From an optimization exercise on the open Yosys and OpenROAD flow, aimed at small area; shortcuts taken in it are not production practice. RTL that was checked went through simulation tests only; none was proved equivalent to the original. Power figures rest on the tool's default switching activity, not on a simulated workload. The clock port is modelled as an ideal driver; clocking choices that lean on that would not hold on a real chip.

Setup of lane 1:
==> flow/design.v <==
package cpuPkg;
    typedef enum logic [2:0] {
        StReset, StFetch, StDecode, StAluOp, StShiftOp, StMultOp, StMoveHiLo, StException
    } ctrlState_t;
    typedef enum logic {AluAdd, AluSub} aluOp_t;
    typedef enum logic [2:0] {ShNone, ShLoad, ShSll, ShSrl, ShSra} shiftOp_t;
    typedef enum logic [2:0] {WbAluOut, WbShift, WbHi, WbLo, WbSpInit} wbSrc_t;
    typedef enum logic [1:0] {ExcNone, ExcOverflow, ExcBadOpcode} excCause_t;
    parameter logic [6-1:0] OpTypeR = 6'b000000;
    parameter logic [6-1:0] OpAddi = 6'b001000;
    parameter logic [6-1:0] FnAdd = 6'b100000;
    parameter logic [6-1:0] FnSub = 6'b100010;
    parameter logic [6-1:0] FnMult = 6'b011000;
    parameter logic [6-1:0] FnMfhi = 6'b010000;
    parameter logic [6-1:0] FnMflo = 6'b010010;
    parameter logic [6-1:0] FnSll = 6'b000000;
    parameter logic [6-1:0] FnSrl = 6'b000010;
    parameter logic [6-1:0] FnSra = 6'b000011;
    parameter logic [6-1:0] FnSllv = 6'b000100;
    parameter logic [6-1:0] FnSrav = 6'b000111;
endpackage
module cpuCore (
    input  logic                    clk,
    input  logic                    rstN,
    input  logic [32-1:0]    instr,
    output logic [32-1:0]    instrAddr,
    output logic                    instrRead,
    output logic                    regWrEn,
    output logic [5-1:0]  regWrAddr,
    output logic [32-1:0]    regWrData,
    output logic                    excValid,
    output cpuPkg::excCause_t       excCause
);
    logic [4:0] phase;
    logic [1:0] rot;         
    logic       initDone;    
    logic [29:0] pc;
    wire p0  = phase == 5'd0;
    wire p30 = phase == 5'd30;
    wire p31 = phase == 5'd31;
    wire run = rot != 2'd0;
    wire clr = !run;
    wire [5:0] op = instr[31:26];
    wire [5:0] fn = instr[5:0];
    wire [4:0] rs = instr[25:21];
    wire [4:0] rt = instr[20:16];
    wire [4:0] rd = instr[15:11];
    wire isR    = op == 6'h00;
    wire isAddi = op == 6'h08;
    wire isAdd  = isR && fn == 6'h20;
    wire isSub  = isR && fn == 6'h22;
    wire isAlu  = isAddi || isAdd || isSub;
    wire isMult = isR && fn == 6'h18;
    wire isMf   = isR && (fn == 6'h10 || fn == 6'h12);
    wire isShI  = isR && (fn == 6'h00 || fn == 6'h02 || fn == 6'h03);
    wire isShV  = isR && (fn == 6'h04 || fn == 6'h07);
    wire isSh   = isShI || isShV;
    wire isUndef = !(isAlu || isMult || isMf || isSh);
    wire shLeft  = fn[1:0] == 2'b00;
    wire shArith = fn[0];
    wire [1:0] lastRot = (isUndef || isMf) ? 2'd1
                       : (isAlu || (isSh && shLeft)) ? 2'd2 : 2'd3;
    wire last = run && rot == lastRot;
    logic [31:1][31:0] gpr;
    logic [63:0] hl;         
    logic [31:0] c;          
    logic [31:0] x, xN;
    assign x = ~xN;
    logic [4:0]  amt;
    logic        cy, cy2, xsign, ysign, hiInWin;
    logic [4:0]  wbAddr;
    logic        wbEn;
    logic        cause;
    wire [4:0] rdAddr = (rot == 2'd1) ? rs : rt;
    logic [31:0] ringOut;
    always_comb begin
        ringOut[0] = 1'b0;
        for (int i = 1; i < 32; i++) ringOut[i] = gpr[i][0];
    end
    wire fwd = wbEn && wbAddr == rdAddr && rdAddr != 5'd0;
    wire port = fwd ? x[0] : ringOut[rdAddr];
    wire y = isMult && rot == 2'd2 && port;
    wire [31:0] s = hl[31:0];
    wire [31:0] pp = ~(xN | {32{!y}});
    wire [31:0] t = s ^ c ^ pp;
    wire [31:0] cn = (s & c) | (pp & (s | c));
    wire u0 = t[0];
    wire immBit = phase[4] ? instr[15] : instr[phase[3:0]];
    wire aIn = isMult ? u0 : x[0];
    wire bIn = isMult ? !(xsign && port) : ((isAddi ? immBit : port) ^ isSub);
    wire cin = p0 ? (isSub || isMult) : cy;
    wire sum = aIn ^ bIn ^ cin;
    wire cout = (aIn & bIn) | (aIn & cin) | (bIn & cin);
    wire ovf = cin ^ cout;
    wire b2 = !(ysign && x[0]);
    wire cin2 = p0 ? 1'b1 : cy2;
    wire hiBit = sum ^ b2 ^ cin2;
    wire cout2 = (sum & b2) | (sum & cin2) | (b2 & cin2);
    wire [4:0] shAmt = isShV ? amt : instr[10:6];
    wire [5:0] shCmp = {1'b0, phase} + {1'b0, shLeft ? shAmt : ~shAmt} + {5'd0, !shLeft};
    wire shTake = (rot == 2'd2) ? (shLeft != shCmp[5]) : !shCmp[5];
    wire spBit = (32'(227) >> phase) & 1'b1;
    wire mfBit = (hiInWin ^ fn[1]) ? u0 : hl[32];
    logic xShift, xIn;
    always_comb begin
        xShift = 1'b1;
        xIn = 1'b0;
        if (!run) begin
            xIn = initDone && spBit;
        end else if (rot == 2'd1) begin
            xIn = (isAlu || isMult) ? port : isMf ? mfBit : 1'b0;
        end else if (isAlu) begin
            xIn = sum;
        end else if (isSh) begin
            xShift = shTake;
            xIn = (rot == 2'd2) ? port : (shArith && x[31]);
        end else if (isMult) begin
            xShift = rot == 2'd3;
            xIn = x[0];
        end
    end
    always_ff @(posedge clk) begin
        for (int i = 1; i < 32; i++) begin
            gpr[i] <= {clr ? 1'b0 : (wbEn && wbAddr == 5'(i)) ? x[0] : gpr[i][0], gpr[i][31:1]};
        end
        hl <= {clr ? 1'b0 : (isMult && rot == 2'd3) ? hiBit : u0,
               hl[63:33],
               (clr || (isMult && rot != 2'd3)) ? 1'b0 : hl[32],
               t[31:1]};
        c <= cn;
        cy <= cout;
        cy2 <= cout2;
        if (p31) begin
            xsign <= x[31];
            ysign <= port;
            hiInWin <= (clr || (isMult && rot == 2'd3)) ? 1'b0 : !hiInWin;
            wbAddr <= !run ? 5'(29) : isAddi ? rt : rd;
        end
        if (xShift) xN <= {!xIn, xN[31:1]};
        if (rot == 2'd1 && phase < 5'd5) amt <= {port, amt[4:1]};
        cause <= isUndef;
    end
    always_ff @(posedge clk or negedge rstN) begin
        if (!rstN) begin
            phase <= '0;
            rot <= '0;
            initDone <= 1'b0;
            pc <= '0;
            wbEn <= 1'b0;
            excValid <= 1'b0;
        end else begin
            phase <= phase + 5'd1;
            if (p31) begin
                if (!run) begin
                    initDone <= 1'b1;
                    if (initDone) rot <= 2'd1;
                end else begin
                    rot <= last ? 2'd1 : rot + 2'd1;
                end
                wbEn <= (!run && initDone) || (last && ((isAlu && !ovf) || isSh || isMf));
            end
            if (p30 && last) pc <= pc + 30'd1;
            excValid <= p31 && last && (isUndef || (isAlu && ovf));
        end
    end
    assign instrAddr = {pc, 2'b00};
    assign instrRead = 1'b1;
    assign regWrEn = wbEn && p0;
    assign regWrAddr = wbAddr;
    assign regWrData = x;
    assign excCause = cause ? cpuPkg::ExcBadOpcode : cpuPkg::ExcOverflow;
endmodule
export LEC_CHECK = 0
export CAP_MARGIN = 20
export CORE_MARGIN = 2
export CORE_UTILIZATION = 70
export CTS_BUF_LIST = sky130_fd_sc_hd__clkbuf_16
export CTS_CLUSTER_DIAMETER = 50
export CTS_CLUSTER_SIZE = 28
export GPL_ROUTABILITY_DRIVEN = 1
export PLACE_DENSITY = 0.8
export SLEW_MARGIN = 20
create_clock -name core_clock -period 10.0 [get_ports {clk}]
standard.sh (not shown) runs the stock make flow with config.mk's settings and CLKGATE_MAP_FILE= SYNTH_SCRIPT=/design/flow/synth_recipe.tcl, a recipe that flattens the netlist after the stock synthesis.
==> flow/flow/run.sh <==
#!/bin/bash
# Own layout flow: the standard ORFS flow (standard.sh, unchanged synthesis), with the
# clock tree built from clkbuf_16 leaf buffers without dummy loads, and the ports buffered
# with buf_1. All tool output goes to standard_flow.log here and to ORFS's own logs.
set -euo pipefail
export CTS_ARGS="-sink_clustering_enable -repair_clock_nets -dont_use_dummy_load -sink_clustering_size 30 -sink_clustering_max_diameter 120 -buf_list sky130_fd_sc_hd__clkbuf_16"
export BUFFER_PORTS_ARGS="-buffer_cell sky130_fd_sc_hd__buf_1"
bash standard.sh finish > standard_flow.log 2>&1
Inputs modified between lane 1 and lane 2:
--- a/flow/design.v
+++ b/flow/design.v
@@ -37,12 +37,17 @@
     logic [29:0] pc;
     wire p0  = phase == 5'd0;
     wire p30 = phase == 5'd30;
     wire p31 = phase == 5'd31;
     wire run = rot != 2'd0;
     wire clr = !run;
+    logic [29:0] pcToggle;
+    always_comb begin
+        pcToggle[0] = p30 && last;
+        for (int i = 1; i < 30; i++) pcToggle[i] = pcToggle[i-1] && pc[i-1];
+    end
     wire [5:0] op = instr[31:26];
     wire [5:0] fn = instr[5:0];
     wire [4:0] rs = instr[25:21];
     wire [4:0] rt = instr[20:16];
     wire [4:0] rd = instr[15:11];
     wire isR    = op == 6'h00;
@@ -130,13 +135,13 @@
         c <= cn;
         cy <= cout;
         cy2 <= cout2;
         if (p31) begin
             xsign <= x[31];
             ysign <= port;
-            hiInWin <= (clr || (isMult && rot == 2'd3)) ? 1'b0 : !hiInWin;
+            hiInWin <= (isMult && rot == 2'd3) ? 1'b0 : !hiInWin;
             wbAddr <= !run ? 5'(29) : isAddi ? rt : rd;
         end
         if (xShift) xN <= {!xIn, xN[31:1]};
         if (rot == 2'd1 && phase < 5'd5) amt <= {port, amt[4:1]};
         cause <= isUndef;
     end
@@ -156,13 +161,13 @@
                     if (initDone) rot <= 2'd1;
                 end else begin
                     rot <= last ? 2'd1 : rot + 2'd1;
                 end
                 wbEn <= (!run && initDone) || (last && ((isAlu && !ovf) || isSh || isMf));
             end
-            if (p30 && last) pc <= pc + 30'd1;
+            pc <= pc ^ pcToggle;
             excValid <= p31 && last && (isUndef || (isAlu && ovf));
         end
     end
     assign instrAddr = {pc, 2'b00};
     assign instrRead = 1'b1;
     assign regWrEn = wbEn && p0;
## What came out
- Lane 2 completed; timing, DRC and antenna clean
- Looking at lane 1 and lane 2, the sequential element share of the synthesized area is a wash.
- The start point of the critical path comes out instr[1] in one run and instr[27] in the other, namely in lane 1 and lane 2 respectively.
- Row via count: lane 2 lower / lane 1 higher
- [lane 2] smallest setup slack after layout fell 2.56 ns relative to lane 1
- Compared lane 2 vs lane 1, and relative contribution of the clock network to total power is down in lane 2.
- Against lane 1 as the reference, lane 2 delivers a lower clock skew.
- On lane 2: wire length on met3 is 70 um higher than what lane 1 gave.
For lane 2, only the layout was checked, not whether the RTL still works.

port drivers added, routing unchanged:
How much do the figures lean on ideal ports? The routed layouts below were timed once more, with nothing changed but the port constraints.
Step 1, drivers: a clkbuf_16 drives clk and a buf_2 each remaining input, both assumed.
Step 2 times the ports against the registers' clock, not the clock port: input delays grow and output delays shrink by t, the midpoint of the rising clock arrivals with the driver on.
a / b / c = ideal ports / drivers / drivers and shift; a / b = the first two.
| run | t (ns) | slack for setup (ns) | worst hold slack (ns) | worst slew at a driven data input, ns | cell pins on the clock port's net |
|---|---|---|---|---|---|
| lane 1 | 0.629 | 3.522 / 3.555 / 2.927 | 0.276 / 0.276 / 0.276 | 0.07 | 1 |
| lane 2 | 0.639 | 0.959 / 0.992 / 0.352 | 0.263 / 0.263 / 0.263 | 0.10 | 1 |
After both steps every run listed still meets setup and hold. For lane 2, which loses most, drivers alone change the setup slack by +0.033 ns; drivers and shift together by -0.607 ns.
